This design comes from an exercise in tuning for small area and few clock cycles per item on the open sky130 flow, not from production work. Where RTL was checked, it was by simulation tests only, not by an equivalence proof against the original. For runs 1 and 2, only the layout was checked, not whether the RTL still works. No activity file was given, so power comes from the tool's default toggle rates.

==> design/flow/design.v <==
package spcwf_pkg;
  localparam int RANGE_W = 16;
  localparam int COORD_W = 17;
  localparam int ANGLE_W = 9;
  localparam int CFG_INDEX_W = 2;
  localparam int CFG_DATA_W = 17;
endpackage
module spcwf_rom (
  input  logic [6:0]  d,
  output logic [14:0] t
);
  always_comb begin
    case (d)
      7'd0: t = 15'd0;
      7'd1: t = 15'd572;
      7'd2: t = 15'd1144;
      7'd3: t = 15'd1715;
      7'd4: t = 15'd2286;
      7'd5: t = 15'd2856;
      7'd6: t = 15'd3425;
      7'd7: t = 15'd3993;
      7'd8: t = 15'd4560;
      7'd9: t = 15'd5126;
      7'd10: t = 15'd5690;
      7'd11: t = 15'd6252;
      7'd12: t = 15'd6813;
      7'd13: t = 15'd7371;
      7'd14: t = 15'd7927;
      7'd15: t = 15'd8481;
      7'd16: t = 15'd9032;
      7'd17: t = 15'd9580;
      7'd18: t = 15'd10126;
      7'd19: t = 15'd10668;
      7'd20: t = 15'd11207;
      7'd21: t = 15'd11743;
      7'd22: t = 15'd12275;
      7'd23: t = 15'd12803;
      7'd24: t = 15'd13328;
      7'd25: t = 15'd13848;
      7'd26: t = 15'd14365;
      7'd27: t = 15'd14876;
      7'd28: t = 15'd15384;
      7'd29: t = 15'd15886;
      7'd30: t = 15'd16384;
      7'd31: t = 15'd16877;
      7'd32: t = 15'd17364;
      7'd33: t = 15'd17847;
      7'd34: t = 15'd18324;
      7'd35: t = 15'd18795;
      7'd36: t = 15'd19261;
      7'd37: t = 15'd19720;
      7'd38: t = 15'd20174;
      7'd39: t = 15'd20622;
      7'd40: t = 15'd21063;
      7'd41: t = 15'd21498;
      7'd42: t = 15'd21926;
      7'd43: t = 15'd22348;
      7'd44: t = 15'd22763;
      7'd45: t = 15'd23170;
      7'd46: t = 15'd23571;
      7'd47: t = 15'd23965;
      7'd48: t = 15'd24351;
      7'd49: t = 15'd24730;
      7'd50: t = 15'd25102;
      7'd51: t = 15'd25466;
      7'd52: t = 15'd25822;
      7'd53: t = 15'd26170;
      7'd54: t = 15'd26510;
      7'd55: t = 15'd26842;
      7'd56: t = 15'd27166;
      7'd57: t = 15'd27482;
      7'd58: t = 15'd27789;
      7'd59: t = 15'd28088;
      7'd60: t = 15'd28378;
      7'd61: t = 15'd28660;
      7'd62: t = 15'd28932;
      7'd63: t = 15'd29197;
      7'd64: t = 15'd29452;
      7'd65: t = 15'd29698;
      7'd66: t = 15'd29935;
      7'd67: t = 15'd30163;
      7'd68: t = 15'd30382;
      7'd69: t = 15'd30592;
      7'd70: t = 15'd30792;
      7'd71: t = 15'd30983;
      7'd72: t = 15'd31164;
      7'd73: t = 15'd31336;
      7'd74: t = 15'd31499;
      7'd75: t = 15'd31651;
      7'd76: t = 15'd31795;
      7'd77: t = 15'd31928;
      7'd78: t = 15'd32052;
      7'd79: t = 15'd32166;
      7'd80: t = 15'd32270;
      7'd81: t = 15'd32365;
      7'd82: t = 15'd32449;
      7'd83: t = 15'd32524;
      7'd84: t = 15'd32588;
      7'd85: t = 15'd32643;
      7'd86: t = 15'd32688;
      7'd87: t = 15'd32723;
      7'd88: t = 15'd32748;
      7'd89: t = 15'd32763;
      7'd90: t = 15'd0;
      default: t = 15'd0;
    endcase
  end
endmodule
module spcwf_mul (
  input  logic [7:0]  one,
  input  logic [7:0]  two,
  input  logic [7:0]  neg,
  input  logic        r15,
  input  logic [14:0] t,
  output logic [15:0] p
);
  wire pp0_0 = (one[0] & t[0]) ^ neg[0];
  wire pp0_1 = ((one[0] & t[1]) | (two[0] & t[0])) ^ neg[0];
  wire pp0_2 = ((one[0] & t[2]) | (two[0] & t[1])) ^ neg[0];
  wire pp0_3 = ((one[0] & t[3]) | (two[0] & t[2])) ^ neg[0];
  wire pp0_4 = ((one[0] & t[4]) | (two[0] & t[3])) ^ neg[0];
  wire pp0_5 = ((one[0] & t[5]) | (two[0] & t[4])) ^ neg[0];
  wire pp0_6 = ((one[0] & t[6]) | (two[0] & t[5])) ^ neg[0];
  wire pp0_7 = ((one[0] & t[7]) | (two[0] & t[6])) ^ neg[0];
  wire pp0_8 = ((one[0] & t[8]) | (two[0] & t[7])) ^ neg[0];
  wire pp0_9 = ((one[0] & t[9]) | (two[0] & t[8])) ^ neg[0];
  wire pp0_10 = ((one[0] & t[10]) | (two[0] & t[9])) ^ neg[0];
  wire pp0_11 = ((one[0] & t[11]) | (two[0] & t[10])) ^ neg[0];
  wire pp0_12 = ((one[0] & t[12]) | (two[0] & t[11])) ^ neg[0];
  wire pp0_13 = ((one[0] & t[13]) | (two[0] & t[12])) ^ neg[0];
  wire pp0_14 = ((one[0] & t[14]) | (two[0] & t[13])) ^ neg[0];
  wire pp0_15 = (two[0] & t[14]) ^ neg[0];
  wire ns0 = ~neg[0];
  wire pp1_0 = (one[1] & t[0]) ^ neg[1];
  wire pp1_1 = ((one[1] & t[1]) | (two[1] & t[0])) ^ neg[1];
  wire pp1_2 = ((one[1] & t[2]) | (two[1] & t[1])) ^ neg[1];
  wire pp1_3 = ((one[1] & t[3]) | (two[1] & t[2])) ^ neg[1];
  wire pp1_4 = ((one[1] & t[4]) | (two[1] & t[3])) ^ neg[1];
  wire pp1_5 = ((one[1] & t[5]) | (two[1] & t[4])) ^ neg[1];
  wire pp1_6 = ((one[1] & t[6]) | (two[1] & t[5])) ^ neg[1];
  wire pp1_7 = ((one[1] & t[7]) | (two[1] & t[6])) ^ neg[1];
  wire pp1_8 = ((one[1] & t[8]) | (two[1] & t[7])) ^ neg[1];
  wire pp1_9 = ((one[1] & t[9]) | (two[1] & t[8])) ^ neg[1];
  wire pp1_10 = ((one[1] & t[10]) | (two[1] & t[9])) ^ neg[1];
  wire pp1_11 = ((one[1] & t[11]) | (two[1] & t[10])) ^ neg[1];
  wire pp1_12 = ((one[1] & t[12]) | (two[1] & t[11])) ^ neg[1];
  wire pp1_13 = ((one[1] & t[13]) | (two[1] & t[12])) ^ neg[1];
  wire pp1_14 = ((one[1] & t[14]) | (two[1] & t[13])) ^ neg[1];
  wire pp1_15 = (two[1] & t[14]) ^ neg[1];
  wire ns1 = ~neg[1];
  wire pp2_0 = (one[2] & t[0]) ^ neg[2];
  wire pp2_1 = ((one[2] & t[1]) | (two[2] & t[0])) ^ neg[2];
  wire pp2_2 = ((one[2] & t[2]) | (two[2] & t[1])) ^ neg[2];
  wire pp2_3 = ((one[2] & t[3]) | (two[2] & t[2])) ^ neg[2];
  wire pp2_4 = ((one[2] & t[4]) | (two[2] & t[3])) ^ neg[2];
  wire pp2_5 = ((one[2] & t[5]) | (two[2] & t[4])) ^ neg[2];
  wire pp2_6 = ((one[2] & t[6]) | (two[2] & t[5])) ^ neg[2];
  wire pp2_7 = ((one[2] & t[7]) | (two[2] & t[6])) ^ neg[2];
  wire pp2_8 = ((one[2] & t[8]) | (two[2] & t[7])) ^ neg[2];
  wire pp2_9 = ((one[2] & t[9]) | (two[2] & t[8])) ^ neg[2];
  wire pp2_10 = ((one[2] & t[10]) | (two[2] & t[9])) ^ neg[2];
  wire pp2_11 = ((one[2] & t[11]) | (two[2] & t[10])) ^ neg[2];
  wire pp2_12 = ((one[2] & t[12]) | (two[2] & t[11])) ^ neg[2];
  wire pp2_13 = ((one[2] & t[13]) | (two[2] & t[12])) ^ neg[2];
  wire pp2_14 = ((one[2] & t[14]) | (two[2] & t[13])) ^ neg[2];
  wire pp2_15 = (two[2] & t[14]) ^ neg[2];
  wire ns2 = ~neg[2];
  wire pp3_0 = (one[3] & t[0]) ^ neg[3];
  wire pp3_1 = ((one[3] & t[1]) | (two[3] & t[0])) ^ neg[3];
  wire pp3_2 = ((one[3] & t[2]) | (two[3] & t[1])) ^ neg[3];
  wire pp3_3 = ((one[3] & t[3]) | (two[3] & t[2])) ^ neg[3];
  wire pp3_4 = ((one[3] & t[4]) | (two[3] & t[3])) ^ neg[3];
  wire pp3_5 = ((one[3] & t[5]) | (two[3] & t[4])) ^ neg[3];
  wire pp3_6 = ((one[3] & t[6]) | (two[3] & t[5])) ^ neg[3];
  wire pp3_7 = ((one[3] & t[7]) | (two[3] & t[6])) ^ neg[3];
  wire pp3_8 = ((one[3] & t[8]) | (two[3] & t[7])) ^ neg[3];
  wire pp3_9 = ((one[3] & t[9]) | (two[3] & t[8])) ^ neg[3];
  wire pp3_10 = ((one[3] & t[10]) | (two[3] & t[9])) ^ neg[3];
  wire pp3_11 = ((one[3] & t[11]) | (two[3] & t[10])) ^ neg[3];
  wire pp3_12 = ((one[3] & t[12]) | (two[3] & t[11])) ^ neg[3];
  wire pp3_13 = ((one[3] & t[13]) | (two[3] & t[12])) ^ neg[3];
  wire pp3_14 = ((one[3] & t[14]) | (two[3] & t[13])) ^ neg[3];
  wire pp3_15 = (two[3] & t[14]) ^ neg[3];
  wire ns3 = ~neg[3];
  wire pp4_0 = (one[4] & t[0]) ^ neg[4];
  wire pp4_1 = ((one[4] & t[1]) | (two[4] & t[0])) ^ neg[4];
  wire pp4_2 = ((one[4] & t[2]) | (two[4] & t[1])) ^ neg[4];
  wire pp4_3 = ((one[4] & t[3]) | (two[4] & t[2])) ^ neg[4];
  wire pp4_4 = ((one[4] & t[4]) | (two[4] & t[3])) ^ neg[4];
  wire pp4_5 = ((one[4] & t[5]) | (two[4] & t[4])) ^ neg[4];
  wire pp4_6 = ((one[4] & t[6]) | (two[4] & t[5])) ^ neg[4];
  wire pp4_7 = ((one[4] & t[7]) | (two[4] & t[6])) ^ neg[4];
  wire pp4_8 = ((one[4] & t[8]) | (two[4] & t[7])) ^ neg[4];
  wire pp4_9 = ((one[4] & t[9]) | (two[4] & t[8])) ^ neg[4];
  wire pp4_10 = ((one[4] & t[10]) | (two[4] & t[9])) ^ neg[4];
  wire pp4_11 = ((one[4] & t[11]) | (two[4] & t[10])) ^ neg[4];
  wire pp4_12 = ((one[4] & t[12]) | (two[4] & t[11])) ^ neg[4];
  wire pp4_13 = ((one[4] & t[13]) | (two[4] & t[12])) ^ neg[4];
  wire pp4_14 = ((one[4] & t[14]) | (two[4] & t[13])) ^ neg[4];
  wire pp4_15 = (two[4] & t[14]) ^ neg[4];
  wire ns4 = ~neg[4];
  wire pp5_0 = (one[5] & t[0]) ^ neg[5];
  wire pp5_1 = ((one[5] & t[1]) | (two[5] & t[0])) ^ neg[5];
  wire pp5_2 = ((one[5] & t[2]) | (two[5] & t[1])) ^ neg[5];
  wire pp5_3 = ((one[5] & t[3]) | (two[5] & t[2])) ^ neg[5];
  wire pp5_4 = ((one[5] & t[4]) | (two[5] & t[3])) ^ neg[5];
  wire pp5_5 = ((one[5] & t[5]) | (two[5] & t[4])) ^ neg[5];
  wire pp5_6 = ((one[5] & t[6]) | (two[5] & t[5])) ^ neg[5];
  wire pp5_7 = ((one[5] & t[7]) | (two[5] & t[6])) ^ neg[5];
  wire pp5_8 = ((one[5] & t[8]) | (two[5] & t[7])) ^ neg[5];
  wire pp5_9 = ((one[5] & t[9]) | (two[5] & t[8])) ^ neg[5];
  wire pp5_10 = ((one[5] & t[10]) | (two[5] & t[9])) ^ neg[5];
  wire pp5_11 = ((one[5] & t[11]) | (two[5] & t[10])) ^ neg[5];
  wire pp5_12 = ((one[5] & t[12]) | (two[5] & t[11])) ^ neg[5];
  wire pp5_13 = ((one[5] & t[13]) | (two[5] & t[12])) ^ neg[5];
  wire pp5_14 = ((one[5] & t[14]) | (two[5] & t[13])) ^ neg[5];
  wire pp5_15 = (two[5] & t[14]) ^ neg[5];
  wire ns5 = ~neg[5];
  wire pp6_0 = (one[6] & t[0]) ^ neg[6];
  wire pp6_1 = ((one[6] & t[1]) | (two[6] & t[0])) ^ neg[6];
  wire pp6_2 = ((one[6] & t[2]) | (two[6] & t[1])) ^ neg[6];
  wire pp6_3 = ((one[6] & t[3]) | (two[6] & t[2])) ^ neg[6];
  wire pp6_4 = ((one[6] & t[4]) | (two[6] & t[3])) ^ neg[6];
  wire pp6_5 = ((one[6] & t[5]) | (two[6] & t[4])) ^ neg[6];
  wire pp6_6 = ((one[6] & t[6]) | (two[6] & t[5])) ^ neg[6];
  wire pp6_7 = ((one[6] & t[7]) | (two[6] & t[6])) ^ neg[6];
  wire pp6_8 = ((one[6] & t[8]) | (two[6] & t[7])) ^ neg[6];
  wire pp6_9 = ((one[6] & t[9]) | (two[6] & t[8])) ^ neg[6];
  wire pp6_10 = ((one[6] & t[10]) | (two[6] & t[9])) ^ neg[6];
  wire pp6_11 = ((one[6] & t[11]) | (two[6] & t[10])) ^ neg[6];
  wire pp6_12 = ((one[6] & t[12]) | (two[6] & t[11])) ^ neg[6];
  wire pp6_13 = ((one[6] & t[13]) | (two[6] & t[12])) ^ neg[6];
  wire pp6_14 = ((one[6] & t[14]) | (two[6] & t[13])) ^ neg[6];
  wire pp6_15 = (two[6] & t[14]) ^ neg[6];
  wire ns6 = ~neg[6];
  wire pp7_0 = (one[7] & t[0]) ^ neg[7];
  wire pp7_1 = ((one[7] & t[1]) | (two[7] & t[0])) ^ neg[7];
  wire pp7_2 = ((one[7] & t[2]) | (two[7] & t[1])) ^ neg[7];
  wire pp7_3 = ((one[7] & t[3]) | (two[7] & t[2])) ^ neg[7];
  wire pp7_4 = ((one[7] & t[4]) | (two[7] & t[3])) ^ neg[7];
  wire pp7_5 = ((one[7] & t[5]) | (two[7] & t[4])) ^ neg[7];
  wire pp7_6 = ((one[7] & t[6]) | (two[7] & t[5])) ^ neg[7];
  wire pp7_7 = ((one[7] & t[7]) | (two[7] & t[6])) ^ neg[7];
  wire pp7_8 = ((one[7] & t[8]) | (two[7] & t[7])) ^ neg[7];
  wire pp7_9 = ((one[7] & t[9]) | (two[7] & t[8])) ^ neg[7];
  wire pp7_10 = ((one[7] & t[10]) | (two[7] & t[9])) ^ neg[7];
  wire pp7_11 = ((one[7] & t[11]) | (two[7] & t[10])) ^ neg[7];
  wire pp7_12 = ((one[7] & t[12]) | (two[7] & t[11])) ^ neg[7];
  wire pp7_13 = ((one[7] & t[13]) | (two[7] & t[12])) ^ neg[7];
  wire pp7_14 = ((one[7] & t[14]) | (two[7] & t[13])) ^ neg[7];
  wire pp7_15 = (two[7] & t[14]) ^ neg[7];
  wire ns7 = ~neg[7];
  wire pr8_0 = r15 & t[0];
  wire pr8_1 = r15 & t[1];
  wire pr8_2 = r15 & t[2];
  wire pr8_3 = r15 & t[3];
  wire pr8_4 = r15 & t[4];
  wire pr8_5 = r15 & t[5];
  wire pr8_6 = r15 & t[6];
  wire pr8_7 = r15 & t[7];
  wire pr8_8 = r15 & t[8];
  wire pr8_9 = r15 & t[9];
  wire pr8_10 = r15 & t[10];
  wire pr8_11 = r15 & t[11];
  wire pr8_12 = r15 & t[12];
  wire pr8_13 = r15 & t[13];
  wire pr8_14 = r15 & t[14];
  wire s1 = ns0 ^ pp1_14;
  wire c2 = ns0 & pp1_14;
  wire s3 = pp1_15 ^ pp2_13;
  wire c4 = pp1_15 & pp2_13;
  wire s5 = pp0_10 ^ pp1_8;
  wire c6 = pp0_10 & pp1_8;
  wire s7 = pp0_11 ^ pp1_9;
  wire c8 = pp0_11 & pp1_9;
  wire s9 = pp0_12 ^ pp1_10 ^ pp2_8;
  wire c10 = (pp0_12 & pp1_10) | (pp0_12 & pp2_8) | (pp1_10 & pp2_8);
  wire s11 = pp3_6 ^ pp4_4;
  wire c12 = pp3_6 & pp4_4;
  wire s13 = pp0_13 ^ pp1_11 ^ pp2_9;
  wire c14 = (pp0_13 & pp1_11) | (pp0_13 & pp2_9) | (pp1_11 & pp2_9);
  wire s15 = pp3_7 ^ pp4_5;
  wire c16 = pp3_7 & pp4_5;
  wire s17 = pp0_14 ^ pp1_12 ^ pp2_10;
  wire c18 = (pp0_14 & pp1_12) | (pp0_14 & pp2_10) | (pp1_12 & pp2_10);
  wire s19 = pp3_8 ^ pp4_6 ^ pp5_4;
  wire c20 = (pp3_8 & pp4_6) | (pp3_8 & pp5_4) | (pp4_6 & pp5_4);
  wire s21 = pp6_2 ^ pp7_0;
  wire c22 = pp6_2 & pp7_0;
  wire s23 = pp0_15 ^ pp1_13 ^ pp2_11;
  wire c24 = (pp0_15 & pp1_13) | (pp0_15 & pp2_11) | (pp1_13 & pp2_11);
  wire s25 = pp3_9 ^ pp4_7 ^ pp5_5;
  wire c26 = (pp3_9 & pp4_7) | (pp3_9 & pp5_5) | (pp4_7 & pp5_5);
  wire s27 = pp6_3 ^ pp7_1;
  wire c28 = pp6_3 & pp7_1;
  wire s29 = pp2_12 ^ pp3_10 ^ pp4_8;
  wire c30 = (pp2_12 & pp3_10) | (pp2_12 & pp4_8) | (pp3_10 & pp4_8);
  wire s31 = pp5_6 ^ pp6_4 ^ pp7_2;
  wire c32 = (pp5_6 & pp6_4) | (pp5_6 & pp7_2) | (pp6_4 & pp7_2);
  wire s33 = pr8_0 ^ 1'b1 ^ s1;
  wire c34 = (pr8_0 & 1'b1) | (pr8_0 & s1) | (1'b1 & s1);
  wire s35 = pp3_11 ^ pp4_9 ^ pp5_7;
  wire c36 = (pp3_11 & pp4_9) | (pp3_11 & pp5_7) | (pp4_9 & pp5_7);
  wire s37 = pp6_5 ^ pp7_3 ^ pr8_1;
  wire c38 = (pp6_5 & pp7_3) | (pp6_5 & pr8_1) | (pp7_3 & pr8_1);
  wire s39 = 1'b1 ^ s3 ^ c2;
  wire c40 = (1'b1 & s3) | (1'b1 & c2) | (s3 & c2);
  wire s41 = ns1 ^ pp2_14 ^ pp3_12;
  wire c42 = (ns1 & pp2_14) | (ns1 & pp3_12) | (pp2_14 & pp3_12);
  wire s43 = pp4_10 ^ pp5_8 ^ pp6_6;
  wire c44 = (pp4_10 & pp5_8) | (pp4_10 & pp6_6) | (pp5_8 & pp6_6);
  wire s45 = pp7_4 ^ pr8_2 ^ c4;
  wire c46 = (pp7_4 & pr8_2) | (pp7_4 & c4) | (pr8_2 & c4);
  wire s47 = pp2_15 ^ pp3_13 ^ pp4_11;
  wire c48 = (pp2_15 & pp3_13) | (pp2_15 & pp4_11) | (pp3_13 & pp4_11);
  wire s49 = pp5_9 ^ pp6_7 ^ pp7_5;
  wire c50 = (pp5_9 & pp6_7) | (pp5_9 & pp7_5) | (pp6_7 & pp7_5);
  wire s51 = pr8_3 ^ 1'b1;
  wire c52 = pr8_3 & 1'b1;
  wire s53 = ns2 ^ pp3_14 ^ pp4_12;
  wire c54 = (ns2 & pp3_14) | (ns2 & pp4_12) | (pp3_14 & pp4_12);
  wire s55 = pp5_10 ^ pp6_8 ^ pp7_6;
  wire c56 = (pp5_10 & pp6_8) | (pp5_10 & pp7_6) | (pp6_8 & pp7_6);
  wire s57 = pp3_15 ^ pp4_13 ^ pp5_11;
  wire c58 = (pp3_15 & pp4_13) | (pp3_15 & pp5_11) | (pp4_13 & pp5_11);
  wire s59 = pp6_9 ^ pp7_7;
  wire c60 = pp6_9 & pp7_7;
  wire s61 = ns3 ^ pp4_14 ^ pp5_12;
  wire c62 = (ns3 & pp4_14) | (ns3 & pp5_12) | (pp4_14 & pp5_12);
  wire s63 = pp4_15 ^ pp5_13;
  wire c64 = pp4_15 & pp5_13;
  wire s65 = pp0_6 ^ pp1_4;
  wire c66 = pp0_6 & pp1_4;
  wire s67 = pp0_7 ^ pp1_5;
  wire c68 = pp0_7 & pp1_5;
  wire s69 = pp0_8 ^ pp1_6 ^ pp2_4;
  wire c70 = (pp0_8 & pp1_6) | (pp0_8 & pp2_4) | (pp1_6 & pp2_4);
  wire s71 = pp3_2 ^ pp4_0;
  wire c72 = pp3_2 & pp4_0;
  wire s73 = pp0_9 ^ pp1_7 ^ pp2_5;
  wire c74 = (pp0_9 & pp1_7) | (pp0_9 & pp2_5) | (pp1_7 & pp2_5);
  wire s75 = pp3_3 ^ pp4_1;
  wire c76 = pp3_3 & pp4_1;
  wire s77 = pp2_6 ^ pp3_4 ^ pp4_2;
  wire c78 = (pp2_6 & pp3_4) | (pp2_6 & pp4_2) | (pp3_4 & pp4_2);
  wire s79 = pp5_0 ^ neg[5] ^ s5;
  wire c80 = (pp5_0 & neg[5]) | (pp5_0 & s5) | (neg[5] & s5);
  wire s81 = pp2_7 ^ pp3_5 ^ pp4_3;
  wire c82 = (pp2_7 & pp3_5) | (pp2_7 & pp4_3) | (pp3_5 & pp4_3);
  wire s83 = pp5_1 ^ s7 ^ c6;
  wire c84 = (pp5_1 & s7) | (pp5_1 & c6) | (s7 & c6);
  wire s85 = pp5_2 ^ pp6_0 ^ neg[6];
  wire c86 = (pp5_2 & pp6_0) | (pp5_2 & neg[6]) | (pp6_0 & neg[6]);
  wire s87 = s9 ^ s11 ^ c8;
  wire c88 = (s9 & s11) | (s9 & c8) | (s11 & c8);
  wire s89 = pp5_3 ^ pp6_1 ^ s13;
  wire c90 = (pp5_3 & pp6_1) | (pp5_3 & s13) | (pp6_1 & s13);
  wire s91 = s15 ^ c10 ^ c12;
  wire c92 = (s15 & c10) | (s15 & c12) | (c10 & c12);
  wire s93 = neg[7] ^ s17 ^ s19;
  wire c94 = (neg[7] & s17) | (neg[7] & s19) | (s17 & s19);
  wire s95 = s21 ^ c14 ^ c16;
  wire c96 = (s21 & c14) | (s21 & c16) | (c14 & c16);
  wire s97 = s23 ^ s25 ^ s27;
  wire c98 = (s23 & s25) | (s23 & s27) | (s25 & s27);
  wire s99 = c18 ^ c20 ^ c22;
  wire c100 = (c18 & c20) | (c18 & c22) | (c20 & c22);
  wire s101 = s29 ^ s31 ^ s33;
  wire c102 = (s29 & s31) | (s29 & s33) | (s31 & s33);
  wire s103 = c24 ^ c26 ^ c28;
  wire c104 = (c24 & c26) | (c24 & c28) | (c26 & c28);
  wire s105 = s35 ^ s37 ^ s39;
  wire c106 = (s35 & s37) | (s35 & s39) | (s37 & s39);
  wire s107 = c30 ^ c32 ^ c34;
  wire c108 = (c30 & c32) | (c30 & c34) | (c32 & c34);
  wire s109 = s41 ^ s43 ^ s45;
  wire c110 = (s41 & s43) | (s41 & s45) | (s43 & s45);
  wire s111 = c36 ^ c38 ^ c40;
  wire c112 = (c36 & c38) | (c36 & c40) | (c38 & c40);
  wire s113 = s47 ^ s49 ^ s51;
  wire c114 = (s47 & s49) | (s47 & s51) | (s49 & s51);
  wire s115 = c42 ^ c44 ^ c46;
  wire c116 = (c42 & c44) | (c42 & c46) | (c44 & c46);
  wire s117 = pr8_4 ^ s53 ^ s55;
  wire c118 = (pr8_4 & s53) | (pr8_4 & s55) | (s53 & s55);
  wire s119 = c48 ^ c50 ^ c52;
  wire c120 = (c48 & c50) | (c48 & c52) | (c50 & c52);
  wire s121 = pr8_5 ^ 1'b1 ^ s57;
  wire c122 = (pr8_5 & 1'b1) | (pr8_5 & s57) | (1'b1 & s57);
  wire s123 = s59 ^ c54 ^ c56;
  wire c124 = (s59 & c54) | (s59 & c56) | (c54 & c56);
  wire s125 = pp6_10 ^ pp7_8 ^ pr8_6;
  wire c126 = (pp6_10 & pp7_8) | (pp6_10 & pr8_6) | (pp7_8 & pr8_6);
  wire s127 = s61 ^ c58 ^ c60;
  wire c128 = (s61 & c58) | (s61 & c60) | (c58 & c60);
  wire s129 = pp6_11 ^ pp7_9 ^ pr8_7;
  wire c130 = (pp6_11 & pp7_9) | (pp6_11 & pr8_7) | (pp7_9 & pr8_7);
  wire s131 = 1'b1 ^ s63 ^ c62;
  wire c132 = (1'b1 & s63) | (1'b1 & c62) | (s63 & c62);
  wire s133 = ns4 ^ pp5_14 ^ pp6_12;
  wire c134 = (ns4 & pp5_14) | (ns4 & pp6_12) | (pp5_14 & pp6_12);
  wire s135 = pp7_10 ^ pr8_8 ^ c64;
  wire c136 = (pp7_10 & pr8_8) | (pp7_10 & c64) | (pr8_8 & c64);
  wire s137 = pp5_15 ^ pp6_13 ^ pp7_11;
  wire c138 = (pp5_15 & pp6_13) | (pp5_15 & pp7_11) | (pp6_13 & pp7_11);
  wire s139 = pr8_9 ^ 1'b1;
  wire c140 = pr8_9 & 1'b1;
  wire s141 = ns5 ^ pp6_14 ^ pp7_12;
  wire c142 = (ns5 & pp6_14) | (ns5 & pp7_12) | (pp6_14 & pp7_12);
  wire s143 = pp6_15 ^ pp7_13;
  wire c144 = pp6_15 & pp7_13;
  wire s145 = pp0_4 ^ pp1_2;
  wire c146 = pp0_4 & pp1_2;
  wire s147 = pp0_5 ^ pp1_3;
  wire c148 = pp0_5 & pp1_3;
  wire s149 = pp2_2 ^ pp3_0 ^ neg[3];
  wire c150 = (pp2_2 & pp3_0) | (pp2_2 & neg[3]) | (pp3_0 & neg[3]);
  wire s151 = pp2_3 ^ pp3_1 ^ s67;
  wire c152 = (pp2_3 & pp3_1) | (pp2_3 & s67) | (pp3_1 & s67);
  wire s153 = neg[4] ^ s69 ^ s71;
  wire c154 = (neg[4] & s69) | (neg[4] & s71) | (s69 & s71);
  wire s155 = s73 ^ s75 ^ c70;
  wire c156 = (s73 & s75) | (s73 & c70) | (s75 & c70);
  wire s157 = s77 ^ s79 ^ c74;
  wire c158 = (s77 & s79) | (s77 & c74) | (s79 & c74);
  wire s159 = s81 ^ s83 ^ c78;
  wire c160 = (s81 & s83) | (s81 & c78) | (s83 & c78);
  wire s161 = s85 ^ s87 ^ c82;
  wire c162 = (s85 & s87) | (s85 & c82) | (s87 & c82);
  wire s163 = s89 ^ s91 ^ c86;
  wire c164 = (s89 & s91) | (s89 & c86) | (s91 & c86);
  wire s165 = s93 ^ s95 ^ c90;
  wire c166 = (s93 & s95) | (s93 & c90) | (s95 & c90);
  wire s167 = s97 ^ s99 ^ c94;
  wire c168 = (s97 & s99) | (s97 & c94) | (s99 & c94);
  wire s169 = s101 ^ s103 ^ c98;
  wire c170 = (s101 & s103) | (s101 & c98) | (s103 & c98);
  wire s171 = s105 ^ s107 ^ c102;
  wire c172 = (s105 & s107) | (s105 & c102) | (s107 & c102);
  wire s173 = s109 ^ s111 ^ c106;
  wire c174 = (s109 & s111) | (s109 & c106) | (s111 & c106);
  wire s175 = s113 ^ s115 ^ c110;
  wire c176 = (s113 & s115) | (s113 & c110) | (s115 & c110);
  wire s177 = s117 ^ s119 ^ c114;
  wire c178 = (s117 & s119) | (s117 & c114) | (s119 & c114);
  wire s179 = s121 ^ s123 ^ c118;
  wire c180 = (s121 & s123) | (s121 & c118) | (s123 & c118);
  wire s181 = s125 ^ s127 ^ c122;
  wire c182 = (s125 & s127) | (s125 & c122) | (s127 & c122);
  wire s183 = s129 ^ s131 ^ c126;
  wire c184 = (s129 & s131) | (s129 & c126) | (s131 & c126);
  wire s185 = s133 ^ s135 ^ c130;
  wire c186 = (s133 & s135) | (s133 & c130) | (s135 & c130);
  wire s187 = s137 ^ s139 ^ c134;
  wire c188 = (s137 & s139) | (s137 & c134) | (s139 & c134);
  wire s189 = pr8_10 ^ s141 ^ c138;
  wire c190 = (pr8_10 & s141) | (pr8_10 & c138) | (s141 & c138);
  wire s191 = pr8_11 ^ 1'b1 ^ s143;
  wire c192 = (pr8_11 & 1'b1) | (pr8_11 & s143) | (1'b1 & s143);
  wire s193 = ns6 ^ pp7_14 ^ pr8_12;
  wire c194 = (ns6 & pp7_14) | (ns6 & pr8_12) | (pp7_14 & pr8_12);
  wire s195 = pp7_15 ^ pr8_13;
  wire c196 = pp7_15 & pr8_13;
  wire s197 = pp0_2 ^ pp1_0;
  wire c198 = pp0_2 & pp1_0;
  wire s199 = pp0_3 ^ pp1_1;
  wire c200 = pp0_3 & pp1_1;
  wire s201 = pp2_0 ^ neg[2] ^ s145;
  wire c202 = (pp2_0 & neg[2]) | (pp2_0 & s145) | (neg[2] & s145);
  wire s203 = pp2_1 ^ s147 ^ c146;
  wire c204 = (pp2_1 & s147) | (pp2_1 & c146) | (s147 & c146);
  wire s205 = s65 ^ s149 ^ c148;
  wire c206 = (s65 & s149) | (s65 & c148) | (s149 & c148);
  wire s207 = c66 ^ s151 ^ c150;
  wire c208 = (c66 & s151) | (c66 & c150) | (s151 & c150);
  wire s209 = c68 ^ s153 ^ c152;
  wire c210 = (c68 & s153) | (c68 & c152) | (s153 & c152);
  wire s211 = c72 ^ s155 ^ c154;
  wire c212 = (c72 & s155) | (c72 & c154) | (s155 & c154);
  wire s213 = c76 ^ s157 ^ c156;
  wire c214 = (c76 & s157) | (c76 & c156) | (s157 & c156);
  wire s215 = c80 ^ s159 ^ c158;
  wire c216 = (c80 & s159) | (c80 & c158) | (s159 & c158);
  wire s217 = c84 ^ s161 ^ c160;
  wire c218 = (c84 & s161) | (c84 & c160) | (s161 & c160);
  wire s219 = c88 ^ s163 ^ c162;
  wire c220 = (c88 & s163) | (c88 & c162) | (s163 & c162);
  wire s221 = c92 ^ s165 ^ c164;
  wire c222 = (c92 & s165) | (c92 & c164) | (s165 & c164);
  wire s223 = c96 ^ s167 ^ c166;
  wire c224 = (c96 & s167) | (c96 & c166) | (s167 & c166);
  wire s225 = c100 ^ s169 ^ c168;
  wire c226 = (c100 & s169) | (c100 & c168) | (s169 & c168);
  wire s227 = c104 ^ s171 ^ c170;
  wire c228 = (c104 & s171) | (c104 & c170) | (s171 & c170);
  wire s229 = c108 ^ s173 ^ c172;
  wire c230 = (c108 & s173) | (c108 & c172) | (s173 & c172);
  wire s231 = c112 ^ s175 ^ c174;
  wire c232 = (c112 & s175) | (c112 & c174) | (s175 & c174);
  wire s233 = c116 ^ s177 ^ c176;
  wire c234 = (c116 & s177) | (c116 & c176) | (s177 & c176);
  wire s235 = c120 ^ s179 ^ c178;
  wire c236 = (c120 & s179) | (c120 & c178) | (s179 & c178);
  wire s237 = c124 ^ s181 ^ c180;
  wire c238 = (c124 & s181) | (c124 & c180) | (s181 & c180);
  wire s239 = c128 ^ s183 ^ c182;
  wire c240 = (c128 & s183) | (c128 & c182) | (s183 & c182);
  wire s241 = c132 ^ s185 ^ c184;
  wire c242 = (c132 & s185) | (c132 & c184) | (s185 & c184);
  wire s243 = c136 ^ s187 ^ c186;
  wire c244 = (c136 & s187) | (c136 & c186) | (s187 & c186);
  wire s245 = c140 ^ s189 ^ c188;
  wire c246 = (c140 & s189) | (c140 & c188) | (s189 & c188);
  wire s247 = c142 ^ s191 ^ c190;
  wire c248 = (c142 & s191) | (c142 & c190) | (s191 & c190);
  wire s249 = c144 ^ s193 ^ c192;
  wire c250 = (c144 & s193) | (c144 & c192) | (s193 & c192);
  wire s251 = 1'b1 ^ s195 ^ c194;
  wire c252 = (1'b1 & s195) | (1'b1 & c194) | (s195 & c194);
  wire s253 = ns7 ^ pr8_14 ^ c196;
  wire c254 = (ns7 & pr8_14) | (ns7 & c196) | (pr8_14 & c196);
  wire [30:0] va = {s253, s251, s249, s247, s245, s243, s241, s239, s237, s235, s233, s231, s229, s227, s225, s223, s221, s219, s217, s215, s213, s211, s209, s207, s205, s203, s201, s199, neg[1], pp0_1, pp0_0};
  wire [30:0] vb = {c252, c250, c248, c246, c244, c242, c240, c238, c236, c234, c232, c230, c228, c226, c224, c222, c220, c218, c216, c214, c212, c210, c208, c206, c204, c202, c200, c198, s197, 1'b0, neg[0]};
  wire [30:0] sum = va + vb;
  assign p = sum[30:15];
endmodule
module scan_polar_to_cartesian_wall_filter_top (
  input  logic                clk,
  input  logic                rst,
  input  logic                sample_valid,
  output logic                sample_ready,
  input  logic [15:0]         sample_range,
  input  logic                sample_scan_start,
  output logic                point_valid,
  input  logic                point_ready,
  output logic signed [16:0]  point_x,
  output logic signed [16:0]  point_y,
  output logic [8:0]          point_angle,
  input  logic                cfg_we,
  input  logic [1:0]          cfg_index,
  input  logic [16:0]         cfg_data
);
  logic        en;
  logic [16:0] bnd;
  logic [15:0] tol;
  logic [1:0]  q;
  logic [6:0]  s, c;
  logic [15:0] px, py;
  logic        v;
  logic        accept;
  logic        start;
  logic        last;
  logic [6:0]  r;
  logic        r0;
  logic [1:0]  qo;
  logic [14:0] ts, tc;
  logic        fs, fc;
  logic [7:0]  one, two, neg;
  logic        r15;
  logic [15:0] mx, my;
  logic        xn, yn, keep;
  logic [18:0] wa, wb, wc, ws, wcv;
  logic [8:0]  abase;
  assign sample_ready = !v || point_ready;
  assign accept = sample_valid && sample_ready;
  assign last = (q[0] ? c : s) == 7'd89;
  assign start = sample_scan_start;
  spcwf_rom u_rs (.d(s), .t(ts));
  spcwf_rom u_rc (.d(c), .t(tc));
  assign fs = !start && (s == 7'd90);
  assign fc = start || (c == 7'd90);
  always_comb begin
    for (int k = 0; k < 8; k++) begin
      logic b2, b1, b0;
      b2 = sample_range[2*k+1];
      b1 = sample_range[2*k];
      b0 = (k == 0) ? 1'b0 : sample_range[2*k-1];
      one[k] = !start && (b1 ^ b0);
      two[k] = !start && (b2 ? (!b1 && !b0) : (b1 && b0));
      neg[k] = !start && b2 && !(b1 && b0);
    end
    r15 = !start && sample_range[15];
  end
  spcwf_mul u_mx (.one(one), .two(two), .neg(neg), .r15(r15), .t(tc), .p(mx));
  spcwf_mul u_my (.one(one), .two(two), .neg(neg), .r15(r15), .t(ts), .p(my));
  always_ff @(posedge clk) begin
    if (rst) begin
      en <= 1'b0;
      bnd <= '0;
      tol <= '0;
      q <= 2'd0;
      s <= 7'd0;
      c <= 7'd90;
      v <= 1'b0;
    end else begin
      if (cfg_we) begin
        case (cfg_index)
          2'd0: en <= cfg_data[0];
          2'd1: bnd <= cfg_data;
          2'd2: tol <= cfg_data[15:0];
          default: ;
        endcase
      end
      if (sample_ready) v <= sample_valid;
      if (accept) begin
        if (start) begin
          q <= 2'd0;
          s <= 7'd1;
          c <= 7'd89;
        end else begin
          if (last) q <= q + 2'd1;
          s <= q[0] ? s - 7'd1 : s + 7'd1;
          c <= q[0] ? c + 7'd1 : c - 7'd1;
        end
      end
    end
  end
  always_ff @(posedge clk) begin
    if (sample_ready) begin
      px <= mx | (sample_range & {16{fc}});
      py <= my | (sample_range & {16{fs}});
    end
  end
  assign r = q[0] ? c : s;
  assign r0 = (r == 7'd0);
  assign qo = q - {1'b0, r0};
  assign xn = qo[0] ^ qo[1];
  assign yn = qo[1];
  always_comb begin
    logic ox, oy;
    ox = 1'b0;
    oy = 1'b0;
    for (int i = 0; i < 16; i++) begin
      point_x[i] = px[i] ^ (xn && ox);
      point_y[i] = py[i] ^ (yn && oy);
      ox = ox || px[i];
      oy = oy || py[i];
    end
    point_x[16] = xn && ox;
    point_y[16] = yn && oy;
  end
  always_comb begin
    case (q)
      2'd0: abase = r0 ? 9'd359 : 9'd511;
      2'd1: abase = 9'd89;
      2'd2: abase = 9'd179;
      default: abase = 9'd269;
    endcase
  end
  assign point_angle = abase + {2'b00, r};
  assign wa = {{3{yn}}, py ^ {16{yn}}};
  assign wb = {3'b000, tol};
  assign wc = ~{bnd[16], bnd[16], bnd};
  always_comb begin
    logic cy;
    wcv[0] = yn;
    for (int i = 0; i < 19; i++) begin
      ws[i] = wa[i] ^ wb[i] ^ wc[i];
      if (i < 18) wcv[i+1] = (wa[i] && wb[i]) || (wa[i] && wc[i]) || (wb[i] && wc[i]);
    end
    cy = 1'b0;
    for (int i = 0; i < 18; i++) cy = (ws[i] && wcv[i]) || ((ws[i] ^ wcv[i]) && cy);
    keep = !en || !(ws[18] ^ wcv[18] ^ cy);
  end
  assign point_valid = v && keep;
endmodule
==> design/flow/flow/run.sh <==
#!/bin/bash
# Own flow: the standard flow's layout (standard.sh) with one change in synthesis. ABC maps the
# logic for area (flow/abc_area.script) instead of ORFS's delay script; everything
# else in synthesis (passes, flattening, renaming, flip-flop mapping) is unchanged,
# so the registers are the standard synthesis's. Each tool's output goes to a log here.
set -euo pipefail
W=$PWD
F=$W/flow
# ORFS's synth.tcl with only the ABC script replaced.
sed "s|log_cmd abc {\*}\$abc_args|set abc_args [lreplace \$abc_args 1 1 $F/abc_area.script]; log_cmd abc {*}\$abc_args|" \
  "$FLOW_HOME/scripts/synth.tcl" > "$W/orfs_synth_area.tcl"
grep -q "abc_area.script" "$W/orfs_synth_area.tcl"
# The standard flow's synthesis script, sourcing that copy.
sed "s|source \$::env(SCRIPTS_DIR)/synth.tcl|source $W/orfs_synth_area.tcl|" "$W/synth_recipe.tcl" > "$W/own_synth.tcl"
grep -q "orfs_synth_area.tcl" "$W/own_synth.tcl"
# standard.sh with the synthesis script swapped.
sed "s|$W/synth_recipe.tcl|$W/own_synth.tcl|" "$W/standard.sh" > "$W/own_standard.sh"
grep -q "own_synth.tcl" "$W/own_standard.sh"
bash "$W/own_standard.sh" synth > "$W/synth.log" 2>&1
# The rest of the standard flow's layout from that netlist.
bash "$W/standard.sh" finish > "$W/layout.log" 2>&1
test -f "$W/out/final.def"
==> design/flow/flow/abc_area.script <==
strash
dch
map -a
topo
stime -c
==> design/flow/standard.sh <==
#!/bin/bash
# synth_recipe.tcl (not shown) runs the flow's synth.tcl, then flattens the netlist and writes it again
# the make line also repeats each setting of config.mk as NAME=value (left out here)
make -C /OpenROAD-flow-scripts/flow DESIGN_CONFIG=/design/flow/config.mk WORK_HOME=/design/flow/orfs CLKGATE_MAP_FILE= SYNTH_SCRIPT=/design/flow/synth_recipe.tcl "${@:-finish}"
==> design/flow/config.mk <==
export PLATFORM = sky130hd
export DESIGN_NAME = scan_polar_to_cartesian_wall_filter_top
export DESIGN_NICKNAME = scan_polar_to_cartesian_wall_filter_top
export VERILOG_FILES = /design/flow/design.v
export SDC_FILE = /design/flow/constraint.sdc
export NUM_CORES = 4
export LEC_CHECK = 0
export CAP_MARGIN = 20
export CORE_MARGIN = 2
export CORE_UTILIZATION = 65
export CTS_BUF_LIST = sky130_fd_sc_hd__clkbuf_8
export SLEW_MARGIN = 20
==> design/flow/constraint.sdc <==
create_clock -name core_clock -period 8.0 [get_ports {clk}]
set_input_delay 1.6000 -clock core_clock [delete_from_list [all_inputs] [get_ports {clk}]]
set_output_delay 1.6000 -clock core_clock [all_outputs]
set_load 0.01 [all_outputs]
==> results.yml, run 1 <==
setup_path:
  rrSetupSlack_ns: 1.47
  worstReg2RegStart: "u_my.t[11]"
  timing.reg2reg.worst_path_depth: 24
  worst_path_most_repeated_cell: "sky130_fd_sc_hd__o21a_1"
  cp_max_fo: 15
  r2r_end: "py[15]"
  worst-endpoint-arrival_ns: 6.24
  crit_path_end_kind: "primary output"
  crit_path_start_kind: "flip-flop"
  worst_ep_required_time_ns: 6.40
  cp_slowest_cell: "sky130_fd_sc_hd__dfxtp_4"
  worst-setup-path-type: "reg -> out"
  critPathMaxStageDelay_ns: 0.37
placement:
  preCtsSetupSlack_ns: -0.3597
  hpwlAfterDp_um: 56060
  placed_cell_area_mm2: 0.02317
  gp_congestion: 1.025
  portBuffers: 85
sta:
  finalHoldViolCount: 0
  setup_ws_ns: 0.1551
  relSlewSlack_pct: 38.56
  finClkSkew_ns: 0.03900
  timing.final.crit_period_ns: 7.845
  worstMarginPinSlew_ns: 0.9160
  drv_slew: 0
  layout_worst_path_cycle_share_pct: 98.06
  max_freq_mhz: 127.5
  setup_viol: 0
cells_and_area:
  finish.instance_area_mm2: 0.02373
  fillers: 2215
  final-seq-area_mm2: 0.002587
  multi_input_area_mm2: 0.01634
  post_route_cells_drive_above_1_share_pct: 8.549
  diodes: 0
  fin_nets: 3357
  flow.area_growth_from_synthesis_pct: 15.58
route:
  dr.max_layer_used: "met5"
  detailroute.wirelength.met2_um: 33890
  drt_iter0_drc: 2750
  routed_via_density: 6.621
  route.antenna.remaining_nets: 0
  drt_drc_violations_left: 0
  detail_route.wl_per_cell_um: 22.19
  wire_length_on_met1_um: 25950
  wl_um: 74060
  detailroute.via_count: 22100
  met3RoutedLength_um: 8259
  detailedRoute.firstPassIterationCount: 10
global_route:
  grt_max_degree: 44
  groute.usage.overall_pct: 44.95
  grt_overflow: 0
  antenna_found_initial: 1
  via_count_of_the_first_global_routing_pass: 22510
  grt_first_pass_wirelength_um: 117100
synth:
  postSynth.asyncResetShare_pct: 0
  synth_nets: 3107
  count_of_state_elements_after_synthesis: 113
  post_synth_inst_count: 2673
  leading_area_contributor_after_synthesis: "sky130_fd_sc_hd__fa_1"
  synth_top_flop_cell: "sky130_fd_sc_hd__dfxtp_1"
  synth_xor_xnor_area_share_pct: 12.76
  synthTopCellsByArea: "sky130_fd_sc_hd__fa_1 20%, sky130_fd_sc_hd__ha_1 11%, sky130_fd_sc_hd__xor2_1 10%"
  synthDominantCellAreaShare_pct: 20.18
  syn_avg_cell_area_um2: 7.681
  synth_cell_type_count: 43
  summed_instance_area_of_the_synthesized_netlist_mm2: 0.02053
  synth-adder-area-share_pct: 31.52
  synthSimpleGateAreaFrac_pct: 12.12
  synthMuxAreaShare_pct: 0.1584
  synth-edff-count: 32
  synth-seq-area-share_pct: 12.58
  main_combinational_cell_family_by_area_after_synthesis: "adder cells"
  synth-warning-count: 2
  synth_compound_area_share_pct: 22.11
clocking:
  cts-hold-fix-buffers: 0
  clock_tree.root_cell: "sky130_fd_sc_hd__clkbuf_8"
  tritoncts_num_sinks: 113
  total_cts_buffers: 17
  cts.clk_slew.worst_paths_ns: 0.09
  cts_max_level: 4
  cts_tree: "done"
  clock_latency_ns: 0.52
  cts-root-to-sink-buffers: 2
pwr:
  p_leak_nw: 9.499
  finalPower_mw: 8.047
  power.sequential.fraction_pct: 12.0
  netSwitchingPower_mw: 4.319
  power.share.clock_pct: 7.6
  power.density_cell_area_mw_per_mm2: 339.1
  peakVddDrop_mv: 0.4548
  sw_frac_of_total_pct: 53.67
  comb_power_share_pct: 80.5
  internal_power_mw: 3.728
floorplan:
  num_rows: 65
  dieHeight_um: 181.7
  fp.coreArea_mm2: 0.03131
  number_of_top_level_pins: 86
  chipWidth_um: 181.7
  floorplan.die_area_mm2: 0.03302
  start_util_pct: 65.57
hold_path:
  worstHoldEndpoint: "bnd[1]"
  min_from: "bnd[1]"
  hold_depth: 2
  worst_hold_path_type: "reg -> reg"
flow_run:
  max_cap_viol_count: 0
run_status:
  run_status: "complete, no violations"
==> layout by cell type (no fill, tap or decap), types with 33 or more instances in the layout <==
cell type	instances
sky130_fd_sc_hd__nand3_1	39
sky130_fd_sc_hd__nand2_1	194
sky130_fd_sc_hd__nor2_1	316
sky130_fd_sc_hd__o22ai_1	217
sky130_fd_sc_hd__xor2_1	239
sky130_fd_sc_hd__fa_1	206
sky130_fd_sc_hd__buf_4	143
sky130_fd_sc_hd__o211ai_1	33
sky130_fd_sc_hd__clkinv_1	459
sky130_fd_sc_hd__a21oi_1	154
sky130_fd_sc_hd__dfxtp_1	79
sky130_fd_sc_hd__clkdlybuf4s50_1	84
sky130_fd_sc_hd__o21ai_0	226
sky130_fd_sc_hd__xnor2_1	59
sky130_fd_sc_hd__ha_1	184
==> metrics by stage <==
step                cells  TNS (ns)  hold slack, ns  util (%)
floorplan            2673         0          0.4425         -
global placement     3301  -0.07799          0.4523     73.99
detailed placement   3301   -0.9037          0.4628     73.99
CTS                  3334         0          0.4748     75.40
global route         3338   -0.2203          0.5005     75.78
finish               3338         0          0.4664     75.78
==> registers in the layout, indices dropped and copies added (netlist names), 2 cells and up <==
name    cells
px         16
tol        16
bnd        17
s           7
py         16
q           2
u_mx.t     15
c           7
u_my.t     15
==> power groups by stage <==
stage / Combinational (mW) / Sequential, mW / Clock [mW]
3_5_place_dp: 6.15 / 0.968 / 0
3_3_place_gp: 5.85 / 0.961 / 0
5_1_grt: 7.15 / 0.973 / 0.624
4_1_cts: 6.24 / 0.958 / 0.596
2_1_floorplan: 4.23 / 0.935 / 0
6_report: 6.47 / 0.964 / 0.608
==> cell type report <==
class                   count  area share, %
inverters                 469          7.472
clock inverters            15         0.6907
multi-input cells        2083          68.85
clock buffers              17         0.9860
repair buffers            239          8.974
flip-flops and latches    113          10.90
well taps                 402          2.120
==> Yosys cell counts (2+ instances only) <==
cell type,number
sky130_fd_sc_hd__a211oi_1,11
sky130_fd_sc_hd__a21oi_1,156
sky130_fd_sc_hd__a221oi_1,10
sky130_fd_sc_hd__a22oi_1,4
sky130_fd_sc_hd__a2bb2oi_1,5
sky130_fd_sc_hd__a311oi_1,2
sky130_fd_sc_hd__a31oi_1,20
sky130_fd_sc_hd__a32o_1,5
sky130_fd_sc_hd__a32oi_1,2
sky130_fd_sc_hd__a41oi_1,3
sky130_fd_sc_hd__buf_1,6
sky130_fd_sc_hd__buf_4,2
sky130_fd_sc_hd__clkinv_1,469
sky130_fd_sc_hd__dfxtp_1,81
sky130_fd_sc_hd__edfxtp_1,32
sky130_fd_sc_hd__fa_1,207
sky130_fd_sc_hd__ha_1,186
sky130_fd_sc_hd__mux2_2,2
sky130_fd_sc_hd__nand2_1,197
sky130_fd_sc_hd__nand3_1,39
sky130_fd_sc_hd__nand3b_1,2
sky130_fd_sc_hd__nand4_1,5
sky130_fd_sc_hd__nor2_1,323
sky130_fd_sc_hd__nor3_1,39
sky130_fd_sc_hd__nor4_1,7
sky130_fd_sc_hd__o211ai_1,33
sky130_fd_sc_hd__o21a_1,17
sky130_fd_sc_hd__o21ai_0,242
sky130_fd_sc_hd__o21bai_1,4
sky130_fd_sc_hd__o221ai_1,3
sky130_fd_sc_hd__o22ai_1,217
sky130_fd_sc_hd__o311ai_0,12
sky130_fd_sc_hd__o31ai_1,10
sky130_fd_sc_hd__o32ai_1,6
sky130_fd_sc_hd__or2_2,9
sky130_fd_sc_hd__xnor2_1,60
sky130_fd_sc_hd__xor2_1,239
==> critical path, delay by kind of cell, from the launching register on <==
kind                     cells  cell delay [ns]
buffers and inverters        5             0.73
flip-flops                   1             0.37
adder cells (fa/ha/maj)      4             1.04
AO/OA/AOI/OAI               18             2.98
AND/OR/NAND/NOR              6             0.61
==> what timing repair did <==
| item | 4_1_cts | 5_1_grt |
|---|---|---|
| pin swaps | 1 | 7 |
| buffers inserted | 1 | 5 |
| setup endpoints to repair | 1 | 12 |
| gates resized for setup | 19 | 31 |
==> layer usage <==
layer	vias up	global-route usage [%]
met4	2	29.43
met2	1645	73.85
li1	9619	-
met3	520	10.53
met5	-	0
met1	10320	52.86
==> cell families after synthesis <==
family	after synthesis
compound gates	767
xor+xnor	299
fa+ha+maj	393
buf+inv	477
flops	113
mux	3
simple gates	621
==> how the worst max path moves through the flow <==
stage / start / to / slack, ns / depth (start not counted)
global placement: sample_scan_start / py[15] / -0.08 / 28
detailed placement: sample_scan_start / py[15] / -0.36 / 28
CTS: q[0] / point_valid / 0.008 / 32
finish: q[0] / point_valid / 0.16 / 33
global route: q[0] / point_valid / -0.22 / 32
floorplan: sample_range[11] / py[15] / 0.01 / 21
==> inputs of run 2 (changes only) <==
--- a/design/flow/design.v
+++ b/design/flow/design.v
@@ -575,11 +575,11 @@
       b2 = sample_range[2*k+1];
       b1 = sample_range[2*k];
       b0 = (k == 0) ? 1'b0 : sample_range[2*k-1];
-      one[k] = !start && (b1 ^ b0);
-      two[k] = !start && (b2 ? (!b1 && !b0) : (b1 && b0));
-      neg[k] = !start && b2 && !(b1 && b0);
+      one[k] = b1 ^ b0;
+      two[k] = b2 ? (!b1 && !b0) : (b1 && b0);
+      neg[k] = b2 && !(b1 && b0);
     end
-    r15 = !start && sample_range[15];
+    r15 = sample_range[15];
   end
   spcwf_mul u_mx (.one(one), .two(two), .neg(neg), .r15(r15), .t(tc), .p(mx));
   spcwf_mul u_my (.one(one), .two(two), .neg(neg), .r15(r15), .t(ts), .p(my));
@@ -617,8 +617,8 @@
   end
   always_ff @(posedge clk) begin
     if (sample_ready) begin
-      px <= mx | (sample_range & {16{fc}});
-      py <= my | (sample_range & {16{fs}});
+      px <= fc ? sample_range : mx;
+      py <= start ? 16'd0 : (fs ? sample_range : my);
     end
   end
   assign r = q[0] ? c : s;
==> design/flow/flow/abc_area.script (replaced) <==
strash
dc2
dch
amap
topo
stime -c
--- a/design/flow/config.mk
+++ b/design/flow/config.mk
@@ -7,6 +7,5 @@
 export LEC_CHECK = 0
 export CAP_MARGIN = 20
 export CORE_MARGIN = 2
-export CORE_UTILIZATION = 65
-export CTS_BUF_LIST = sky130_fd_sc_hd__clkbuf_8
+export CORE_UTILIZATION = 80
 export SLEW_MARGIN = 20
==> run 2 against run 1 <==
Compared with the run above:
- the flow now stops in 4_1_cts
- area after synthesis down 2.2%
- synthesized cell count increased by 2.1%
==> results.yml, run 2 <==
clocking:
  clock_tree.root_cell: "sky130_fd_sc_hd__clkbuf_16"
  post_cts_resized: 254
  tritoncts_num_sinks: 113
  cts-root-to-sink-buffers: 2
  cts_max_level: 4
  cts_setup_buffers: 38
  cts-hold-fix-buffers: 0
  total_cts_buffers: 17
synth:
  synth_nets: 3163
  synth_cell_type_count: 49
  post_synth_inst_count: 2729
  synthDominantCellAreaShare_pct: 20.65
  most_used_standard_cell_by_instance_count_after_synthesis: "sky130_fd_sc_hd__nor2_1"
  syn_avg_cell_area_um2: 7.354
  synth_top_flop_cell: "sky130_fd_sc_hd__dfxtp_1"
  synth-seq-area-share_pct: 12.87
  summed_instance_area_of_the_synthesized_netlist_mm2: 0.02007
  synth_common_cells: "518 x sky130_fd_sc_hd__nor2_1, 392 x sky130_fd_sc_hd__clkinv_1, 250 x sky130_fd_sc_hd__o21ai_0, 248 x sky130_fd_sc_hd__a21oi_1, 247 x sky130_fd_sc_hd__o22ai_1"
  count_of_state_elements_after_synthesis: 113
  synth-warning-count: 2
  synthTopCellsByArea: "sky130_fd_sc_hd__fa_1 21%, sky130_fd_sc_hd__ha_1 12%, sky130_fd_sc_hd__nor2_1 9.7%"
  synth-edff-count: 32
  leading_area_contributor_after_synthesis: "sky130_fd_sc_hd__fa_1"
  postSynth.asyncResetShare_pct: 0
floorplan:
  number_of_top_level_pins: 86
  start_util_pct: 82.04
  chipWidth_um: 162.4
  dieHeight_um: 162.4
  num_rows: 57
placement:
  gp_congestion: 1.153
  hpwlAfterDp_um: 62120
  placed_cells: 3342
  portBuffers: 85
  preCtsSetupSlack_ns: -1.469
run_status:
  error_msg: "[ERROR DPL-0038] Utilization greater than 100%, impossible to legalize"
  haltStage: "4_1_cts"
  run_status: "did not finish"
[run 2: power by group through the flow]
stage | registers, mW | logic, mW | clock network [mW]
after floorplan | 0.847 | 4.84 | 0
after global placement | 0.873 | 6.94 | 0
after detailed placement | 0.888 | 7.90 | 0
[run 2: cell families after synthesis]
| group | Yosys count | synth area share, % |
|---|---|---|
| AO/OA/AOI/OAI | 999 | 30.76 |
| adder cells (fa/ha/maj) | 393 | 32.24 |
| buffers and inverters | 400 | 7.519 |
| flip-flops | 113 | 12.87 |
| AND/OR/NAND/NOR | 824 | 16.61 |
[run 2: worst max-delay path by stage]
stage | start | end | slack [ns] | depth (start not counted)
detailed placement | sample_range[2] | px[15] | -1.47 | 35
global placement | sample_range[2] | py[14] | -0.76 | 31
floorplan | q[0] | point_valid | -0.29 | 38
[run 2: through the flow]
stage | utilization [%] | TNS (ns) | cell area (um^2)
2_1_floorplan | - | -0.3524 | 20250
3_3_place_gp | 94.39 | -7.654 | 23090
3_5_place_dp | 94.41 | -22.72 | 23100
==> inputs of run 3 (changes only) <==
--- a/design/flow/design.v
+++ b/design/flow/design.v
@@ -544,31 +544,33 @@
   logic [16:0] bnd;
   logic [15:0] tol;
   logic [1:0]  q;
-  logic [6:0]  s, c;
+  logic [6:0]  r;
   logic [15:0] px, py;
   logic        v;
   logic        accept;
   logic        start;
-  logic        last;
-  logic [6:0]  r;
   logic        r0;
   logic [1:0]  qo;
-  logic [14:0] ts, tc;
+  logic [6:0]  r90, sidx, cidx;
+  logic [14:0] ts, tc, rs, rc;
   logic        fs, fc;
   logic [7:0]  one, two, neg;
-  logic        r15;
   logic [15:0] mx, my;
   logic        xn, yn, keep;
-  logic [18:0] wa, wb, wc, ws, wcv;
+  logic [18:0] z;
   logic [8:0]  abase;
   assign sample_ready = !v || point_ready;
   assign accept = sample_valid && sample_ready;
-  assign last = (q[0] ? c : s) == 7'd89;
   assign start = sample_scan_start;
-  spcwf_rom u_rs (.d(s), .t(ts));
-  spcwf_rom u_rc (.d(c), .t(tc));
-  assign fs = !start && (s == 7'd90);
-  assign fc = start || (c == 7'd90);
+  assign r90 = 7'd90 - r;
+  assign sidx = q[0] ? r90 : r;
+  assign cidx = q[0] ? r : r90;
+  spcwf_rom u_rs (.d(sidx), .t(rs));
+  spcwf_rom u_rc (.d(cidx), .t(rc));
+  assign ts = start ? 15'd0 : rs;
+  assign tc = start ? 15'd0 : rc;
+  assign fs = !start && (sidx == 7'd90);
+  assign fc = start || (cidx == 7'd90);
   always_comb begin
     for (int k = 0; k < 8; k++) begin
       logic b2, b1, b0;
@@ -577,20 +579,18 @@
       b0 = (k == 0) ? 1'b0 : sample_range[2*k-1];
       one[k] = b1 ^ b0;
       two[k] = b2 ? (!b1 && !b0) : (b1 && b0);
-      neg[k] = b2 && !(b1 && b0);
+      neg[k] = b2;
     end
-    r15 = sample_range[15];
   end
-  spcwf_mul u_mx (.one(one), .two(two), .neg(neg), .r15(r15), .t(tc), .p(mx));
-  spcwf_mul u_my (.one(one), .two(two), .neg(neg), .r15(r15), .t(ts), .p(my));
+  spcwf_mul u_mx (.one(one), .two(two), .neg(neg), .r15(sample_range[15]), .t(tc), .p(mx));
+  spcwf_mul u_my (.one(one), .two(two), .neg(neg), .r15(sample_range[15]), .t(ts), .p(my));
   always_ff @(posedge clk) begin
     if (rst) begin
       en <= 1'b0;
       bnd <= '0;
       tol <= '0;
       q <= 2'd0;
-      s <= 7'd0;
-      c <= 7'd90;
+      r <= 7'd0;
       v <= 1'b0;
     end else begin
       if (cfg_we) begin
@@ -605,40 +605,28 @@
       if (accept) begin
         if (start) begin
           q <= 2'd0;
-          s <= 7'd1;
-          c <= 7'd89;
+          r <= 7'd1;
+        end else if (r == 7'd89) begin
+          q <= q + 2'd1;
+          r <= 7'd0;
         end else begin
-          if (last) q <= q + 2'd1;
-          s <= q[0] ? s - 7'd1 : s + 7'd1;
-          c <= q[0] ? c + 7'd1 : c - 7'd1;
+          r <= r + 7'd1;
         end
       end
     end
   end
   always_ff @(posedge clk) begin
     if (sample_ready) begin
-      px <= fc ? sample_range : mx;
-      py <= start ? 16'd0 : (fs ? sample_range : my);
+      px <= mx | (sample_range & {16{fc}});
+      py <= my | (sample_range & {16{fs}});
     end
   end
-  assign r = q[0] ? c : s;
   assign r0 = (r == 7'd0);
   assign qo = q - {1'b0, r0};
   assign xn = qo[0] ^ qo[1];
   assign yn = qo[1];
-  always_comb begin
-    logic ox, oy;
-    ox = 1'b0;
-    oy = 1'b0;
-    for (int i = 0; i < 16; i++) begin
-      point_x[i] = px[i] ^ (xn && ox);
-      point_y[i] = py[i] ^ (yn && oy);
-      ox = ox || px[i];
-      oy = oy || py[i];
-    end
-    point_x[16] = xn && ox;
-    point_y[16] = yn && oy;
-  end
+  assign point_x = ({1'b0, px} ^ {17{xn}}) + {16'd0, xn};
+  assign point_y = ({1'b0, py} ^ {17{yn}}) + {16'd0, yn};
   always_comb begin
     case (q)
       2'd0: abase = r0 ? 9'd359 : 9'd511;
@@ -648,19 +636,8 @@
     endcase
   end
   assign point_angle = abase + {2'b00, r};
-  assign wa = {{3{yn}}, py ^ {16{yn}}};
-  assign wb = {3'b000, tol};
-  assign wc = ~{bnd[16], bnd[16], bnd};
-  always_comb begin
-    logic cy;
-    wcv[0] = yn;
-    for (int i = 0; i < 19; i++) begin
-      ws[i] = wa[i] ^ wb[i] ^ wc[i];
-      if (i < 18) wcv[i+1] = (wa[i] && wb[i]) || (wa[i] && wc[i]) || (wb[i] && wc[i]);
-    end
-    cy = 1'b0;
-    for (int i = 0; i < 18; i++) cy = (ws[i] && wcv[i]) || ((ws[i] ^ wcv[i]) && cy);
-    keep = !en || !(ws[18] ^ wcv[18] ^ cy);
-  end
+  assign z = {{3{yn}}, py ^ {16{yn}}} + {3'b000, tol} + ~{bnd[16], bnd[16], bnd}
+           + {18'd0, yn};
+  assign keep = !en || !z[18];
   assign point_valid = v && keep;
 endmodule
==> design/flow/run.sh (new file) <==
#!/bin/bash
# synth_recipe.tcl (not shown) runs the flow's synth.tcl, then flattens the netlist and writes it again
# the make line also repeats each setting of config.mk as NAME=value (left out here)
make -C /OpenROAD-flow-scripts/flow DESIGN_CONFIG=/design/flow/config.mk WORK_HOME=/design/flow/orfs CLKGATE_MAP_FILE= SYNTH_SCRIPT=/design/flow/synth_recipe.tcl finish
--- a/design/flow/config.mk
+++ b/design/flow/config.mk
@@ -7,5 +7,5 @@
 export LEC_CHECK = 0
 export CAP_MARGIN = 20
 export CORE_MARGIN = 2
-export CORE_UTILIZATION = 80
+export CORE_UTILIZATION = 40
 export SLEW_MARGIN = 20
removed: design/flow/flow/run.sh
removed: design/flow/flow/abc_area.script
removed: design/flow/standard.sh
==> run 3 against run 2 <==
Compared with the run above:
- the run now finishes clean
- synthesized cell count grew 6.1%
- area after synthesis increased by 11%
==> results.yml, run 3 <==
setup_path:
  crit_path_start_kind: "input pin"
  rrSetupSlack_ns: 0.32
  timing.reg2reg.worst_path_depth: 39
  crit_path_end_kind: "flip-flop"
  worstSetupEndpoint: "py[14]"
  cp_max_fo: 7
  worstReg2RegStart: "r[0]"
  critPathMaxStageDelay_ns: 0.54
  worst_path_most_repeated_cell: "sky130_fd_sc_hd__buf_4"
  cp_slowest_cell: "sky130_fd_sc_hd__clkdlybuf4s50_1"
sta:
  drv_slew: 0
  layout_worst_path_cycle_share_pct: 96.71
  relSlewSlack_pct: 31.86
  setup_ws_ns: 0.2628
  max_freq_mhz: 129.2
  worstMarginPinSlew_ns: 1.013
  finClkSkew_ns: 0.01464
synth:
  synth-seq-area-share_pct: 8.291
  post_synth_inst_count: 2896
  synthDominantCellAreaShare_pct: 17.12
  synth-edff-count: 32
  most_used_standard_cell_by_instance_count_after_synthesis: "sky130_fd_sc_hd__nand2_1"
  postSynth.asyncResetShare_pct: 0
  synth_cell_type_count: 86
  leading_area_contributor_after_synthesis: "sky130_fd_sc_hd__fa_1"
  synth_nets: 3323
  synthTopCellsByArea: "sky130_fd_sc_hd__fa_1 17%, sky130_fd_sc_hd__xnor2_1 11%, sky130_fd_sc_hd__ha_1 11%"
  synth-warning-count: 2
  summed_instance_area_of_the_synthesized_netlist_mm2: 0.02222
placement:
  portBuffers: 85
  hpwlAfterDp_um: 64940
  preCtsSetupSlack_ns: -0.2006
  gp_congestion: 0.9809
cells_and_area:
  largest_register_ff_count: 17
  flow.area_growth_from_synthesis_pct: 21.84
  post_route_cells_drive_above_1_share_pct: 16.77
  regMostFlops: "bnd"
  fillers: 5314
  mostFrequentLayoutCell: "sky130_fd_sc_hd__nand2_1"
  diodes: 0
  core_utilization_of_the_finished_layout_pct: 49.23
  fin_nets: 3547
floorplan:
  floorplan.die_area_mm2: 0.05744
  dieHeight_um: 239.7
  start_util_pct: 40.40
  chipWidth_um: 239.7
  fp.coreArea_mm2: 0.05499
global_route:
  grt_max_degree: 50
  grt_overflow: 0
  grt_first_pass_wirelength_um: 130000
  antenna_found_initial: 1
  groute.usage.overall_pct: 28.99
  via_count_of_the_first_global_routing_pass: 22530
route:
  drt_iter0_drc: 2286
  drt_drc_violations_left: 0
  detailroute.via_count: 22800
  wl_um: 83490
  detailedRoute.firstPassIterationCount: 5
  routed_via_density: 5.887
  route.antenna.remaining_nets: 0
clocking:
  cts-hold-fix-buffers: 0
  clock_latency_ns: 0.36
  clock_tree.root_cell: "sky130_fd_sc_hd__clkbuf_16"
  cts.clk_slew.worst_paths_ns: 0.06
  cts_tree: "done"
  total_cts_buffers: 9
pwr:
  sw_frac_of_total_pct: 50.77
  comb_power_share_pct: 87.4
  peakVddDrop_mv: 0.5530
  internal_power_mw: 4.728
run_status:
  run_status: "complete, no violations"
==> run 3: changes by cell type after synthesis, moves of 182 or more <==
cell | before | now
sky130_fd_sc_hd__nor2_1 | 518 | 138
sky130_fd_sc_hd__inv_1 | 0 | 295
sky130_fd_sc_hd__a22oi_1 | 21 | 203
sky130_fd_sc_hd__clkinv_1 | 392 | 3
sky130_fd_sc_hd__o22ai_1 | 247 | 8
sky130_fd_sc_hd__xnor2_1 | 0 | 291
==> run 3: cell families after synthesis <==
group | count (synthesis) | share of synthesized area [%]
compound gates | 839 | 25.41
mux | 36 | 1.763
xor+xnor | 331 | 13.08
buf+inv | 526 | 9.214
flops | 76 | 8.291
fa+ha+maj | 386 | 28.16
simple gates | 702 | 14.08
==> run 3: power groups by stage <==
stage                     combinational (mW)  sequential, mW  clock, mW
final                                   8.39           0.772      0.436
after detailed placement                8.03           0.777          0
after floorplan                         5.03           0.755          0
after CTS                               8.13           0.772      0.451
after global routing                    9.30           0.781      0.460
after global placement                  7.97           0.774          0
==> run 3: worst min path at each step <==
| stage | start | to | slack [ns] | cells past startpoint |
|---|---|---|---|---|
| after floorplan | bnd[0] | bnd[0] | 0.44 | 2 |
| after global placement | bnd[6] | bnd[6] | 0.44 | 2 |
| after detailed placement | bnd[2] | bnd[2] | 0.45 | 2 |
| after CTS | bnd[2] | bnd[2] | 0.46 | 2 |
| after global routing | bnd[7] | bnd[7] | 0.47 | 2 |
| final | bnd[3] | bnd[3] | 0.45 | 2 |
==> run 3: metal layers <==
metal | part of all wire, % | vias to the layer above | GRT usage [%] | wire (um)
li1 | - | 10520 | - | -
met1 | 43 | 11160 | 39.74 | 36300
met2 | 46 | 962 | 47.07 | 38350
met3 | 7.2 | 158 | 3.849 | 6046
met4 | 3.3 | 2 | 9.261 | 2782
met5 | 0.023 | - | 0 | 19
==> run 3: critical path, delay by kind of cell <==
kind | cells | cell delay [ns]
xor gates and xnor gates | 2 | 0.27
adders and majority gates | 5 | 2.28
and+or+nand+nor | 4 | 0.26
AOI/OAI and AO/OA | 9 | 1.54
buffers and inverters | 10 | 1.86
==> run 3: through the flow <==
stage | instances | power [mW] | TNS (ns) | cell area [um^2] | hold WS [ns]
after global placement | 3831 | 8.740 | -0.8525 | 25960 | 0.4436
after CTS | 3849 | 9.352 | 0 | 26350 | 0.4591
after detailed placement | 3831 | 8.804 | -1.356 | 25960 | 0.4494
after global routing | 3873 | 10.54 | -0.3516 | 27070 | 0.4661
final | 3873 | 9.604 | 0 | 27070 | 0.4538
after floorplan | 2896 | 5.788 | 0 | 22280 | 0.4363
==> run 3: layout make-up <==
type / count / area [um^2] / share of cell area (%)
repair buffers: 436 / 3849 / 14.22
flip-flops and latches: 76 / 1849 / 6.832
inverters: 303 / 1141 / 4.216
clock buffers: 13 / 292.8 / 1.082
multi-input cells: 2294 / 18980 / 70.12
clock inverters: 3 / 21.27 / 0.07858
well taps: 748 / 935.9 / 3.458
==> run 3: timing repair <==
item,4_1_cts,5_1_grt
endpoints found under the setup margin,11,28
pin swaps,2,35
gates cloned,0,3
gates resized for setup,18,120
buffers inserted,2,21
Testbench counts of run 3, summed over its fixed seeds: cycles 23,072, items 23,040.

==> port drivers added, routing unchanged <==
In the flow no input, the clock included, has a driving cell. The finished layouts below were timed again as built, in two steps. Step 1 assumes that a clkbuf_16 drives the clock port and a buf_2 every other input. Step 2 also shifts input and output timing later by t, the mid clock arrival at the registers, as if the neighbouring blocks saw the same clock. Three values: ideal, step 1, step 2; two values: the first two.
run | shift t [ns] | slack for setup (ns)
run 1 | 0.543 | 0.155 / 0.109 / -0.295
run 3 | 0.403 | 0.263 / 0.288 / -0.115
With both steps, setup timing fails in run 1 and run 3, where it was met with ideal ports.
